This is an optimization exercise on Yosys and OpenROAD, whose aim is small area and a short achievable clock period, not a production implementation.
The RTL was checked by simulation tests, not by an equivalence proof against the original design.
Power figures rest on the tool's default switching activity, not on a simulated workload.

## sierra
==> flow/design.v (excerpt) <==
module approx_inverse_gaussian_cdf #(
    parameter int TABLE_ENTRIES = 16,
    parameter int UNIFORM_BITS  = 32
) (
    input  logic                    i_clk,
    input  logic                    i_rst_n,
    input  logic                    start,
    output logic                    busy,
    input  logic [UNIFORM_BITS-1:0] i_uniform,
    output logic                    o_valid,
    output logic signed [30:0]      o_gaussian
);
    localparam int LAT = 3;
    assign busy = 1'b0;
    logic [29:0] w_r, r;
    logic [15:1] w_oh, oh;
    logic        up;
    aigc_seg u_seg (
        .i_u  (i_uniform),
        .o_r  (w_r),
        .o_oh (w_oh)
    );
    assign r  = w_r;
    assign oh = w_oh;
    assign up = i_uniform[31];
    logic [30:0] w_c1, c1, q_c1;
    logic [32:0] w_c3, c3, q_c3;
    assign w_c1 = ({31{oh[1]}} & 31'h2ac4d)
        | ({31{oh[2]}} & 31'h3c4ec)
        | ({31{oh[3]}} & 31'h6127a)
        | ({31{oh[4]}} & 31'ha63c2)
        | ({31{oh[5]}} & 31'h12660b)
        | ({31{oh[6]}} & 31'h214fbf)
        | ({31{oh[7]}} & 31'h3d405a)
        | ({31{oh[8]}} & 31'h71e9fd)
        | ({31{oh[9]}} & 31'hd5b55d)
        | ({31{oh[10]}} & 31'h193b207)
        | ({31{oh[11]}} & 31'h2fed65c)
        | ({31{oh[12]}} & 31'h5b75917)
        | ({31{oh[13]}} & 31'haf34634)
        | ({31{oh[14]}} & 31'h150bbef3)
        | ({31{oh[15]}} & 31'h5480a2e0);
    assign w_c3 = ({33{oh[1]}} & 33'h804e7)
        | ({33{oh[2]}} & 33'hb4ec4)
        | ({33{oh[3]}} & 33'h12376e)
        | ({33{oh[4]}} & 33'h1f2b46)
        | ({33{oh[5]}} & 33'h373221)
        | ({33{oh[6]}} & 33'h63ef3d)
        | ({33{oh[7]}} & 33'hb7c10e)
        | ({33{oh[8]}} & 33'h155bdf7)
        | ({33{oh[9]}} & 33'h2812017)
        | ({33{oh[10]}} & 33'h4bb1615)
        | ({33{oh[11]}} & 33'h8fc8314)
        | ({33{oh[12]}} & 33'h11260b45)
        | ({33{oh[13]}} & 33'h20d9d29c)
        | ({33{oh[14]}} & 33'h3f233cd9)
        | ({33{oh[15]}} & 33'hfd81e8a0);
    assign c1 = q_c1;
    assign c3 = q_c3;
    logic [51:0] kk;
  ...
Size: about 3000 cells after synthesis, roughly 68 I/O pins.
export LEC_CHECK = 0
export CAP_MARGIN = 20
export CORE_MARGIN = 2
export CORE_UTILIZATION = 40
export CTS_CLUSTER_DIAMETER = 120
export CTS_CLUSTER_SIZE = 20
export SLEW_MARGIN = 20
create_clock -name core_clock -period 10.0 [get_ports {i_clk}]
standard.sh (not shown) runs the stock make flow with config.mk's settings and CLKGATE_MAP_FILE= SYNTH_SCRIPT=/design/flow/synth_recipe.tcl, a recipe that flattens the netlist after the stock synthesis.
==> flow/flow/run.sh <==
#!/bin/bash
set -euo pipefail
bash standard.sh SETUP_SLACK_MARGIN="${AIGC_SETUP_MARGIN:-6.4}" finish > flow_make.log 2>&1
Input-level comparison between cedar and sierra:
==> flow/flow/run.sh <==
#!/bin/bash
set -euo pipefail
bash standard.sh SETUP_SLACK_MARGIN="${AIGC_SETUP_MARGIN:-6.8}" finish > flow_make.log 2>&1
Results
Diff sierra -> cedar | minimum clock period after layout | decrease of 0.24 ns. Share of the clock period used by the worst path after layout was higher in the run labelled sierra. Looking only at fraction of met1 tracks used by global routing, and setting everything else aside, the lower value of cedar and sierra goes to sierra. Post-place instance area of cedar exceeds that of sierra slightly. On total inserted antenna cells: between cedar and sierra, it ends up lower for cedar. Relative to sierra, the leakage dissipation measured on cedar has increased by more than 10%. Looking at number of global-route vias before repair, cedar sits 1569 above sierra. Final worst setup slack delta (cedar − sierra): favourable. cedar has post-detailed-route wirelength per cell above what sierra had.
Here is what was changed in the inputs of garnet compared with cedar.
==> flow/flow/run.sh <==
#!/bin/bash
set -euo pipefail
bash standard.sh SETUP_SLACK_MARGIN="${AIGC_SETUP_MARGIN:-6.6}" finish > flow_make.log 2>&1
Notes after the runs:
The flow did not stop early for garnet: all stages ran, and the layout cleared the timing, design-rule and antenna checks. cedar has a higher power dissipated in combinational cells than garnet. Between garnet and cedar, it is garnet whose number of diodes is lower, by 2. Summary of the comparison: routed wire length on met3 is lower in garnet, relative to cedar. Final cell area: garnet below cedar. garnet vs cedar — footprint of the flip-flops and latches dropped slightly. garnet vs cedar — final RePlAce weighted congestion dropped slightly.
### garnet -> nickel
Settings: removing CTS_CLUSTER_SIZE (formerly 20); removing CTS_CLUSTER_DIAMETER (formerly 120).
==> flow/flow/run.sh <==
#!/bin/bash
set -euo pipefail
bash standard.sh SETUP_SLACK_MARGIN="${AIGC_SETUP_MARGIN:-6.5}" finish > flow_make.log 2>&1
### Flow results
- nickel vs. garnet: initial antenna violation count decreased 4; final core utilization saw a decrease; global placer's final weighted congestion +0.028.
- Relative to garnet, the wire length of the first global-routing pass of nickel is lower by 4.4 mm.
- nickel has final critical delay including setup and external delays above what garnet had.
- nickel and garnet ended up with roughly the same worst hold slack.
- Routed wire in nickel totals less than in garnet.
- Taking garnet as the reference point, the final total power of nickel rises by 0.44 mW.
- Sort garnet and nickel by met3 capacity usage during global routing, descending, and garnet comes first.
- Critical path's slowest cell: fa_1 -> nickel, dfxtp_4 -> garnet

## green
Starting RTL as in the previous note.
==> flow/design.v (excerpt) <==
module approx_inverse_gaussian_cdf #(
    parameter int TABLE_ENTRIES = 16,
    parameter int UNIFORM_BITS  = 32
) (
    input  logic                    i_clk,
    input  logic                    i_rst_n,
    input  logic                    start,
    output logic                    busy,
    input  logic [UNIFORM_BITS-1:0] i_uniform,
    output logic                    o_valid,
    output logic signed [30:0]      o_gaussian
);
    localparam int LAT = 3;
    assign busy = 1'b0;
    logic [29:0] w_r, r;
    logic [15:1] w_oh, oh;
    logic        up;
    aigc_seg u_seg (
        .i_u  (i_uniform),
        .o_r  (w_r),
        .o_oh (w_oh)
    );
    assign r  = w_r;
    assign oh = w_oh;
    assign up = i_uniform[31];
    logic [30:0] w_c1, c1, q_c1;
    logic [32:0] w_c3, c3, q_c3;
    assign w_c1 = ({31{oh[1]}} & 31'h2ac4d)
        | ({31{oh[2]}} & 31'h3c4ec)
        | ({31{oh[3]}} & 31'h6127a)
        | ({31{oh[4]}} & 31'ha63c2)
        | ({31{oh[5]}} & 31'h12660b)
        | ({31{oh[6]}} & 31'h214fbf)
        | ({31{oh[7]}} & 31'h3d405a)
        | ({31{oh[8]}} & 31'h71e9fd)
        | ({31{oh[9]}} & 31'hd5b55d)
        | ({31{oh[10]}} & 31'h193b207)
        | ({31{oh[11]}} & 31'h2fed65c)
        | ({31{oh[12]}} & 31'h5b75917)
        | ({31{oh[13]}} & 31'haf34634)
        | ({31{oh[14]}} & 31'h150bbef3)
        | ({31{oh[15]}} & 31'h5480a2e0);
    assign w_c3 = ({33{oh[1]}} & 33'h804e7)
        | ({33{oh[2]}} & 33'hb4ec4)
        | ({33{oh[3]}} & 33'h12376e)
        | ({33{oh[4]}} & 33'h1f2b46)
        | ({33{oh[5]}} & 33'h373221)
        | ({33{oh[6]}} & 33'h63ef3d)
        | ({33{oh[7]}} & 33'hb7c10e)
        | ({33{oh[8]}} & 33'h155bdf7)
        | ({33{oh[9]}} & 33'h2812017)
        | ({33{oh[10]}} & 33'h4bb1615)
        | ({33{oh[11]}} & 33'h8fc8314)
        | ({33{oh[12]}} & 33'h11260b45)
        | ({33{oh[13]}} & 33'h20d9d29c)
        | ({33{oh[14]}} & 33'h3f233cd9)
        | ({33{oh[15]}} & 33'hfd81e8a0);
    assign c1 = q_c1;
    assign c3 = q_c3;
    logic [51:0] kk;
    logic zz, w_zz;
    logic [29:17] w_ord;
    always_comb begin
  ...
export LEC_CHECK = 0
export CAP_MARGIN = 20
export CORE_MARGIN = 2
export CORE_UTILIZATION = 40
export CTS_CLUSTER_DIAMETER = 120
export CTS_CLUSTER_SIZE = 20
export SLEW_MARGIN = 20
create_clock -name core_clock -period 10.0 [get_ports {i_clk}]
==> flow/flow/run.sh <==
#!/bin/bash
set -euo pipefail
bash standard.sh SETUP_SLACK_MARGIN="${AIGC_SETUP_MARGIN:-6.5}" finish > flow_make.log 2>&1
For blue, these inputs were changed with respect to green:
- CORE_UTILIZATION: 40 -> 55
--- outcome ---
Compared to green, blue has final non-filler cell total 220 lower.
Number of buffers inserted by post-CTS setup repair, green and blue, higher one = blue.
Row switching component of the power: blue lower / green higher
blue vs green — die area dropped by more than a quarter
blue reports its capture point of the critical path as q_t77$_DFF_P_ while green reports q_t89$_DFF_P_.

==> re-timing with driven ports <==
The results above use ideal ports. As a check the final layouts listed here were re-extracted and re-timed, cells and wires unchanged.
Step 1 assumes that a clkbuf_16 drives the clock port and a buf_2 every other input.
Step 2, shift: input delay + t, output delay - t, t = (earliest + latest rising clock arrival at the registers) / 2. This alone moves slack from input paths to output paths.
Slacks: ideal ports / drivers / drivers and shift; pairs: ideal ports / drivers.
run	t, ns	setup slack, ns	hold WS [ns]	worst register clock-pin slew, ns	worst data-port slew with drivers (ns)
sierra	0.587	6.359 / 6.359 / 5.892	0.423 / 0.423 / 0.423	0.09 / 0.09	0.05
cedar	0.603	6.603 / 6.603 / 6.010	0.435 / 0.435 / 0.435	0.09 / 0.09	0.10
garnet	0.628	6.550 / 6.550 / 5.957	0.430 / 0.430 / 0.430	0.09 / 0.09	0.13
nickel	0.621	6.467 / 6.467 / 5.969	0.432 / 0.432 / 0.432	0.06 / 0.06	0.04
green	0.598	6.493 / 6.493 / 5.981	0.426 / 0.426 / 0.426	0.09 / 0.09	0.04
blue	0.593	6.445 / 6.445 / 5.935	0.438 / 0.438 / 0.438	0.09 / 0.09	0.04
After both steps every run listed still meets setup and hold.
